Source: an optimization exercise on an open RTL-to-GDS flow (aim: small area, a short achievable clock period and few clock cycles). Production flows keep margins and buffers that such runs may drop.

==> run a <==
// accq_top
module accq_top (
  input  logic        clk_i,
  input  logic        rst_ni,
  input  logic        cmd_valid_i,
  input  logic [9:0]  cmd_i,
  output logic        cmd_ready_o,
  input  logic        psum_valid_i,
  input  logic [31:0] psum_i,
  output logic        psum_ready_o,
  input  logic        norm_valid_i,
  input  logic [12:0] norm_i,
  output logic        norm_ready_o,
  output logic        out_valid_o,
  output logic [63:0] out_o,
  input  logic        out_ready_i,
  output logic        busy_o
);
  localparam logic [1:0] OP_CLEAR = 2'd0;
  localparam logic [1:0] OP_ACCUM = 2'd1;
  localparam logic [1:0] OP_NQ    = 2'd2;
  localparam logic [1:0] OP_SO    = 2'd3;
  logic [31:0] ring [8];
  logic [2:0]  hp;
  logic        q0_v;
  logic [1:0]  q0_op;
  logic [7:0]  q0_len;
  logic        cmd_ready_q;
  logic [7:0]  rem;             
  logic [2:0]  ptr;             
  logic        add_after_nq;    
  logic        nq_since_add;    
  logic        nq_act;
  logic [2:0]  nq_idx;
  logic        so_after, clear_after;
  logic        tail_eng;        
  logic [7:0]  cleared;
  logic        fresh;           
  logic        so_busy, so_cap;
  ...
make LEC_CHECK=0 ABC_AREA=1 CAP_MARGIN=20 CORE_MARGIN=2 CORE_UTILIZATION=40 SLEW_MARGIN=20 finish   # period 10.0 ns
run.sh (not shown) runs the stock make flow with config.mk's settings and CLKGATE_MAP_FILE= SYNTH_SCRIPT=/design/flow/synth_recipe.tcl, a recipe that flattens the netlist after the stock synthesis.
==> run b (differences from run a) <==
--- a/flow/design.v
+++ b/flow/design.v
@@ -41,16 +41,166 @@
   typedef enum logic [2:0] {
     IDLE,
     ACCUM,
     NQ_ISSUE,
     NQ_DRAIN,
     STREAMOUT
   } state_e;
 endpackage
+module accq_add40 (input logic [39:0] a, input logic [39:0] b, output logic [39:0] y);
+  logic [39:0] p, g;
+  assign p = a ^ b;
+  assign g = a & b;
+  wire G1 = g[1] | (p[1] & g[0]);
+  wire G2 = g[3] | (p[3] & g[2]);
+  wire P2 = p[3] & p[2];
+  wire G3 = g[5] | (p[5] & g[4]);
+  wire P3 = p[5] & p[4];
+  wire G4 = g[7] | (p[7] & g[6]);
+  wire P4 = p[7] & p[6];
+  wire G5 = g[9] | (p[9] & g[8]);
+  wire P5 = p[9] & p[8];
+  wire G6 = g[11] | (p[11] & g[10]);
+  wire P6 = p[11] & p[10];
+  wire G7 = g[13] | (p[13] & g[12]);
+  wire P7 = p[13] & p[12];
+  wire G8 = g[15] | (p[15] & g[14]);
+  wire P8 = p[15] & p[14];
+  wire G9 = g[17] | (p[17] & g[16]);
+  wire P9 = p[17] & p[16];
+  wire G10 = g[19] | (p[19] & g[18]);
+  wire P10 = p[19] & p[18];
+  wire G11 = g[21] | (p[21] & g[20]);
+  wire P11 = p[21] & p[20];
+  wire G12 = g[23] | (p[23] & g[22]);
+  wire P12 = p[23] & p[22];
+  wire G13 = g[25] | (p[25] & g[24]);
+  wire P13 = p[25] & p[24];
+  wire G14 = g[27] | (p[27] & g[26]);
+  wire P14 = p[27] & p[26];
+  wire G15 = g[29] | (p[29] & g[28]);
+  wire P15 = p[29] & p[28];
+  wire G16 = g[31] | (p[31] & g[30]);
+  wire P16 = p[31] & p[30];
+  wire G17 = g[33] | (p[33] & g[32]);
+  wire P17 = p[33] & p[32];
+  wire G18 = g[35] | (p[35] & g[34]);
+  wire P18 = p[35] & p[34];
+  wire G19 = g[37] | (p[37] & g[36]);
+  wire P19 = p[37] & p[36];
+  wire G20 = g[39] | (p[39] & g[38]);
+  wire P20 = p[39] & p[38];
+  wire G21 = G2 | (P2 & G1);
+  wire G22 = G4 | (P4 & G3);
+  wire P22 = P4 & P3;
+  wire G23 = G6 | (P6 & G5);
+  wire P23 = P6 & P5;
+  wire G24 = G8 | (P8 & G7);
+  wire P24 = P8 & P7;
+  wire G25 = G10 | (P10 & G9);
+  wire P25 = P10 & P9;
+  wire G26 = G12 | (P12 & G11);
+  wire P26 = P12 & P11;
+  wire G27 = G14 | (P14 & G13);
+  wire P27 = P14 & P13;
+  wire G28 = G16 | (P16 & G15);
+  wire P28 = P16 & P15;
+  wire G29 = G18 | (P18 & G17);
+  wire P29 = P18 & P17;
+  wire G30 = G20 | (P20 & G19);
+  wire P30 = P20 & P19;
+  wire G31 = G22 | (P22 & G21);
+  wire G32 = G24 | (P24 & G23);
+  wire P32 = P24 & P23;
+  wire G33 = G26 | (P26 & G25);
+  wire P33 = P26 & P25;
+  wire G34 = G28 | (P28 & G27);
+  wire P34 = P28 & P27;
+  wire G35 = G30 | (P30 & G29);
+  wire P35 = P30 & P29;
+  wire G36 = G32 | (P32 & G31);
+  wire G37 = G34 | (P34 & G33);
+  wire P37 = P34 & P33;
+  wire G38 = G37 | (P37 & G36);
+  wire G39 = G33 | (P33 & G36);
+  wire G40 = G35 | (P35 & G38);
+  wire G41 = G23 | (P23 & G31);
+  wire G42 = G25 | (P25 & G36);
+  wire G43 = G27 | (P27 & G39);
+  wire G44 = G29 | (P29 & G38);
+  wire G45 = G3 | (P3 & G21);
+  wire G46 = G5 | (P5 & G31);
+  wire G47 = G7 | (P7 & G41);
+  wire G48 = G9 | (P9 & G36);
+  wire G49 = G11 | (P11 & G42);
+  wire G50 = G13 | (P13 & G39);
+  wire G51 = G15 | (P15 & G43);
+  wire G52 = G17 | (P17 & G38);
+  wire G53 = G19 | (P19 & G44);
+  wire G54 = g[2] | (p[2] & G1);
+  wire G55 = g[4] | (p[4] & G21);
+  wire G56 = g[6] | (p[6] & G45);
+  wire G57 = g[8] | (p[8] & G31);
+  wire G58 = g[10] | (p[10] & G46);
+  wire G59 = g[12] | (p[12] & G41);
+  wire G60 = g[14] | (p[14] & G47);
+  wire G61 = g[16] | (p[16] & G36);
+  wire G62 = g[18] | (p[18] & G48);
+  wire G63 = g[20] | (p[20] & G42);
+  wire G64 = g[22] | (p[22] & G49);
+  wire G65 = g[24] | (p[24] & G39);
+  wire G66 = g[26] | (p[26] & G50);
+  wire G67 = g[28] | (p[28] & G43);
+  wire G68 = g[30] | (p[30] & G51);
+  wire G69 = g[32] | (p[32] & G38);
+  wire G70 = g[34] | (p[34] & G52);
+  wire G71 = g[36] | (p[36] & G44);
+  wire G72 = g[38] | (p[38] & G53);
+  assign y[0] = p[0];
+  assign y[1] = p[1] ^ g[0];
+  assign y[2] = p[2] ^ G1;
+  assign y[3] = p[3] ^ G54;
+  assign y[4] = p[4] ^ G21;
+  assign y[5] = p[5] ^ G55;
+  assign y[6] = p[6] ^ G45;
+  assign y[7] = p[7] ^ G56;
+  assign y[8] = p[8] ^ G31;
+  assign y[9] = p[9] ^ G57;
+  assign y[10] = p[10] ^ G46;
+  assign y[11] = p[11] ^ G58;
+  assign y[12] = p[12] ^ G41;
+  assign y[13] = p[13] ^ G59;
+  assign y[14] = p[14] ^ G47;
+  assign y[15] = p[15] ^ G60;
+  assign y[16] = p[16] ^ G36;
+  assign y[17] = p[17] ^ G61;
+  assign y[18] = p[18] ^ G48;
+  assign y[19] = p[19] ^ G62;
+  assign y[20] = p[20] ^ G42;
+  assign y[21] = p[21] ^ G63;
+  assign y[22] = p[22] ^ G49;
+  assign y[23] = p[23] ^ G64;
+  assign y[24] = p[24] ^ G39;
+  assign y[25] = p[25] ^ G65;
+  assign y[26] = p[26] ^ G50;
+  assign y[27] = p[27] ^ G66;
+  assign y[28] = p[28] ^ G43;
+  assign y[29] = p[29] ^ G67;
+  assign y[30] = p[30] ^ G51;
+  assign y[31] = p[31] ^ G68;
+  assign y[32] = p[32] ^ G38;
+  assign y[33] = p[33] ^ G69;
+  assign y[34] = p[34] ^ G52;
+  assign y[35] = p[35] ^ G70;
+  assign y[36] = p[36] ^ G44;
+  assign y[37] = p[37] ^ G71;
+  assign y[38] = p[38] ^ G53;
+  assign y[39] = p[39] ^ G72;
+endmodule
 module accq_nq_tree (
   input  logic [31:0] a,    
   input  logic [3:0]  one,   
   input  logic [3:0]  two,   
   input  logic [3:0]  neg,   
   input  logic        s7,    
   output logic [39:0] sum_o,
   output logic [39:0] carry_o
@@ -372,16 +522,18 @@
   output logic        busy_o
 );
   localparam logic [1:0] OP_CLEAR = 2'd0;
   localparam logic [1:0] OP_ACCUM = 2'd1;
   localparam logic [1:0] OP_NQ    = 2'd2;
   localparam logic [1:0] OP_SO    = 2'd3;
   logic [31:0] ring [8];
   logic [2:0]  hp;
+  logic [2:0]  pr_q;    
+  logic [2:0]  nr_q;    
   logic        q0_v;
   logic [1:0]  q0_op;
   logic [7:0]  q0_len;
   logic        cmd_ready_q;
   logic [7:0]  rem;             
   logic [2:0]  ptr;             
   logic        add_after_nq;    
   logic        nq_since_add;    
@@ -413,17 +565,17 @@
   logic [39:0] pc;
   logic [7:0]  q;
   logic [7:0]  hbyte;
   logic        cap;
   assign head = head_clr_q ? 32'd0 : ring[0];
   assign sum  = head + psum_q;
   accq_nq_tree u_tree (.a(ring[7]), .one(b_one_q), .two(b_two_q), .neg(b_neg_q), .s7(b_s7_q),
                        .sum_o(tree_s), .carry_o(tree_c));
-  assign pb = {sa_hi_q, ring[6]} + ca_q;
+  accq_add40 u_add40 (.a({sa_hi_q, ring[6]}), .b(ca_q), .y(pb));
   assign pc = {p_hi_q, ring[5]};
   logic [22:0] x1;
   logic [14:0] x2;
   logic [10:0] x3;
   logic [8:0]  x4;
   logic [7:0]  win;
   logic [31:0] ne, ge;
   logic        ovf;
@@ -480,17 +632,17 @@
   logic       e_prdy   [4];
   logic       e_nrdy   [4];
   for (genvar g = 0; g < 4; g++) begin : g_eng
     accq_eng u_eng (
       .ph_i(g[1]), .nh_i(g[0]),
       .rem_i(rem), .ptr_i(ptr), .nq_idx_i(nq_idx), .nq_act_i(nq_act),
       .add_after_nq_i(add_after_nq), .nq_since_add_i(nq_since_add),
       .q0_v_i(q0_v), .q0_op_i(q0_op), .q0_len_i(q0_len), .so_busy_i(so_busy),
-      .pipe_busy_i(pipe_busy), .out_valid_i(out_valid_q), .hp_i(hp),
+      .pipe_busy_i(pipe_busy), .out_valid_i(out_valid_q), .hp_i(hp), .pr_i(pr_q), .nr_i(nr_q),
       .rem_o(e_rem[g]), .ptr_o(e_ptr[g]), .nq_idx_o(e_nq_idx[g]), .nq_act_o(e_nq_act[g]),
       .aan_o(e_aan[g]), .disp_acc_o(e_disp[g]), .psum_rdy_o(e_prdy[g]), .norm_rdy_o(e_nrdy[g])
     );
   end
   logic [1:0] hsel;
   logic       psum_ready_n, norm_ready_n;
   assign hsel         = {psum_hs, norm_hs};
   assign psum_ready_n = e_prdy[hsel];
@@ -560,17 +712,17 @@
           cleared_n  = 8'hff;
           fresh_n    = 1'b0;
           tail_eng_n = 1'b0;
         end
       endcase
     end
     fold = 1'b0;
     if (cmd_hs) begin
-      if (tail_eng && nq_act_n) begin
+      if (tail_eng && nq_act && !(norm_ready_q && nq_idx == 3'd7)) begin
         if (cmd_i[9:8] == OP_SO && !so_after && !clear_after) fold = 1'b1;
         if (cmd_i[9:8] == OP_CLEAR) fold = 1'b1;
       end
       if (fold) begin
         if (cmd_i[9:8] == OP_SO) so_after_n = 1'b1;
         else begin
           clear_after_n = 1'b1;
           fresh_n       = 1'b0;
@@ -584,31 +736,33 @@
       end
     end
   end
   logic [7:0] s_eff;
   logic [9:0] by;
   logic [3:0] bd_one, bd_two, bd_neg;
   logic       bd_s7;
   always_comb begin
-    s_eff = cleared_n[hp] ? 8'd0 : norm_i[12:5];
+    s_eff = (head_clr_q & ~add_fire_q) ? 8'd0 : norm_i[12:5];
     by    = {1'b0, s_eff, 1'b0};
     for (int i = 0; i < 4; i++) begin
       bd_one[i] = by[2*i+1] ^ by[2*i];
       bd_two[i] = (by[2*i+2] & ~by[2*i+1] & ~by[2*i]) | (~by[2*i+2] & by[2*i+1] & by[2*i]);
       bd_neg[i] = by[2*i+2];
     end
     bd_s7 = s_eff[7];
   end
   logic busy_n;
   assign busy_n = q0_v_n || (rem_n != 8'd0) || nq_act_n || norm_hs || pipe_busy ||
                   so_busy_n || out_valid_n;
   always_ff @(posedge clk_i or negedge rst_ni) begin
     if (!rst_ni) begin
       hp           <= '0;
+      pr_q         <= '0;
+      nr_q         <= '0;
       q0_v         <= 1'b0;
       q0_op        <= '0;
       q0_len       <= '0;
       cmd_ready_q  <= 1'b0;
       rem          <= '0;
       ptr          <= '0;
       add_after_nq <= 1'b0;
       nq_since_add <= 1'b0;
@@ -633,16 +787,18 @@
       b_s7_q       <= 1'b0;
       sa_v         <= 1'b0;
       sb_v         <= 1'b0;
       sc_v         <= 1'b0;
       sb_last_so   <= 1'b0;
       sc_last_so   <= 1'b0;
     end else begin
       hp           <= hp_n;
+      pr_q         <= ptr_n - hp_n;
+      nr_q         <= nq_idx_n - hp_n;
       q0_v         <= q0_v_n;
       q0_op        <= q0_op_n;
       q0_len       <= q0_len_n;
       cmd_ready_q  <= ~q0_v_n;
       rem          <= rem_n;
       ptr          <= ptr_n;
       add_after_nq <= add_after_nq_n;
       nq_since_add <= nq_since_add_n;
@@ -690,40 +846,47 @@
   input  logic       nq_since_add_i,
   input  logic       q0_v_i,
   input  logic [1:0] q0_op_i,
   input  logic [7:0] q0_len_i,
   input  logic       so_busy_i,
   input  logic       pipe_busy_i,
   input  logic       out_valid_i,
   input  logic [2:0] hp_i,
+  input  logic [2:0] pr_i,       
+  input  logic [2:0] nr_i,       
   output logic [7:0] rem_o,
   output logic [2:0] ptr_o,
   output logic [2:0] nq_idx_o,
   output logic       nq_act_o,
   output logic       aan_o,
   output logic       disp_acc_o,
   output logic       psum_rdy_o,
   output logic       norm_rdy_o
 );
-  logic [2:0] hp_n, dd;
+  logic [2:0] pr_o, nr_o;   
+  logic [2:0] dd;
   always_comb begin
     rem_o      = rem_i - {7'd0, ph_i};
     ptr_o      = ptr_i + {2'd0, ph_i};
     nq_idx_o   = nq_idx_i + {2'd0, nh_i};
     nq_act_o   = nq_act_i & ~(nh_i & (nq_idx_i == 3'd7));
     aan_o      = add_after_nq_i & nq_act_o;
     disp_acc_o = q0_v_i && !so_busy_i && (q0_op_i == 2'd1) && (rem_o == 8'd0);
     if (disp_acc_o) begin
       rem_o = q0_len_i;
-      if (nq_since_add_i) ptr_o = 3'd0;
       aan_o = nq_act_o;
     end
     if (q0_v_i && !so_busy_i && (q0_op_i == 2'd2) && !nq_act_i && !pipe_busy_i && !out_valid_i)
       nq_act_o = 1'b1;
-    hp_n = hp_i + 3'd1;
-    dd   = hp_n - ptr_o;
-    psum_rdy_o = (rem_o != 8'd0) && (ptr_o == hp_i + 3'd2) &&
+    pr_o = pr_i + {2'd0, ph_i} - 3'd1;
+    if (disp_acc_o && nq_since_add_i) begin
+      ptr_o = 3'd0;
+      pr_o  = 3'd7 - hp_i;
+    end
+    nr_o = nr_i + {2'd0, nh_i} - 3'd1;
+    dd   = 3'd0 - pr_o;
+    psum_rdy_o = (rem_o != 8'd0) && (pr_o == 3'd1) &&
                  (!aan_o || !nq_act_o || (ptr_o < nq_idx_o));
-    norm_rdy_o = nq_act_o && (nq_idx_o == hp_n) &&
+    norm_rdy_o = nq_act_o && (nr_o == 3'd0) &&
                  (aan_o || (rem_o == 8'd0) || ((rem_o[7:3] == 5'd0) && (dd >= rem_o[2:0])));
   end
 endmodule
- CORE_UTILIZATION: 40 -> 60
==> flow_summary.ini <==
[timing]
period_share_pct = 41.1

[die]
dieHeight_um = 253
die_area_um2 = 64100
num_rows = 91

[power]
p_switching_mw = 4.06

[outcome]
status = timing/DRC/antenna clean

[global_routing]
grt_pass1_vias = 20000

[detailed_routing]
routed-wl-met3_mm = 4.57
-- figures above: run a

==> flow_summary.ini <==
[die]
dieHeight_um = 207
die_area_um2 = 43100
num_rows = 74

[timing]
period_share_pct = 40.5

[outcome]
status = timing/DRC/antenna clean

[global_routing]
grt_pass1_vias = 19100

[power]
p_switching_mw = 3.89

[detailed_routing]
routed-wl-met3_mm = 4.93
-- figures above: run b

No run of this note included a check of the RTL's function; only the layout flow was run.

==> static timing again, ports no longer ideal <==
Ports are ideal in the flow. The routed layouts listed here were re-timed in OpenROAD.
Step 1 (the two cells are an assumption about what drives the block):
set clk [get_ports {clk_i}]
set_driving_cell -lib_cell sky130_fd_sc_hd__clkbuf_16 $clk
set_driving_cell -lib_cell sky130_fd_sc_hd__buf_2 [delete_from_list [all_inputs] $clk]
Step 2 also shifts input and output timing later by t, the mid clock arrival at the registers, as if the neighbouring blocks saw the same clock.
a / b / c = ideal / step 1 / step 2; a / b = the first two.
run | shift t [ns] | setup WS [ns] | clock arrival spread, ns | worst register clock-pin slew, ns | worst data-port slew with drivers (ns)
run a | 0.677 | 5.889 / 5.889 / 5.588 | 0.022 / 0.021 | 0.07 / 0.07 | 0.06
run b | 0.659 | 5.948 / 5.984 / 5.325 | 0.029 / 0.029 | 0.07 / 0.07 | 0.06
After both steps setup and hold are still met in every run listed. The setup slack of run b, which loses most, moves by +0.036 ns with the drivers and by -0.623 ns with both steps.
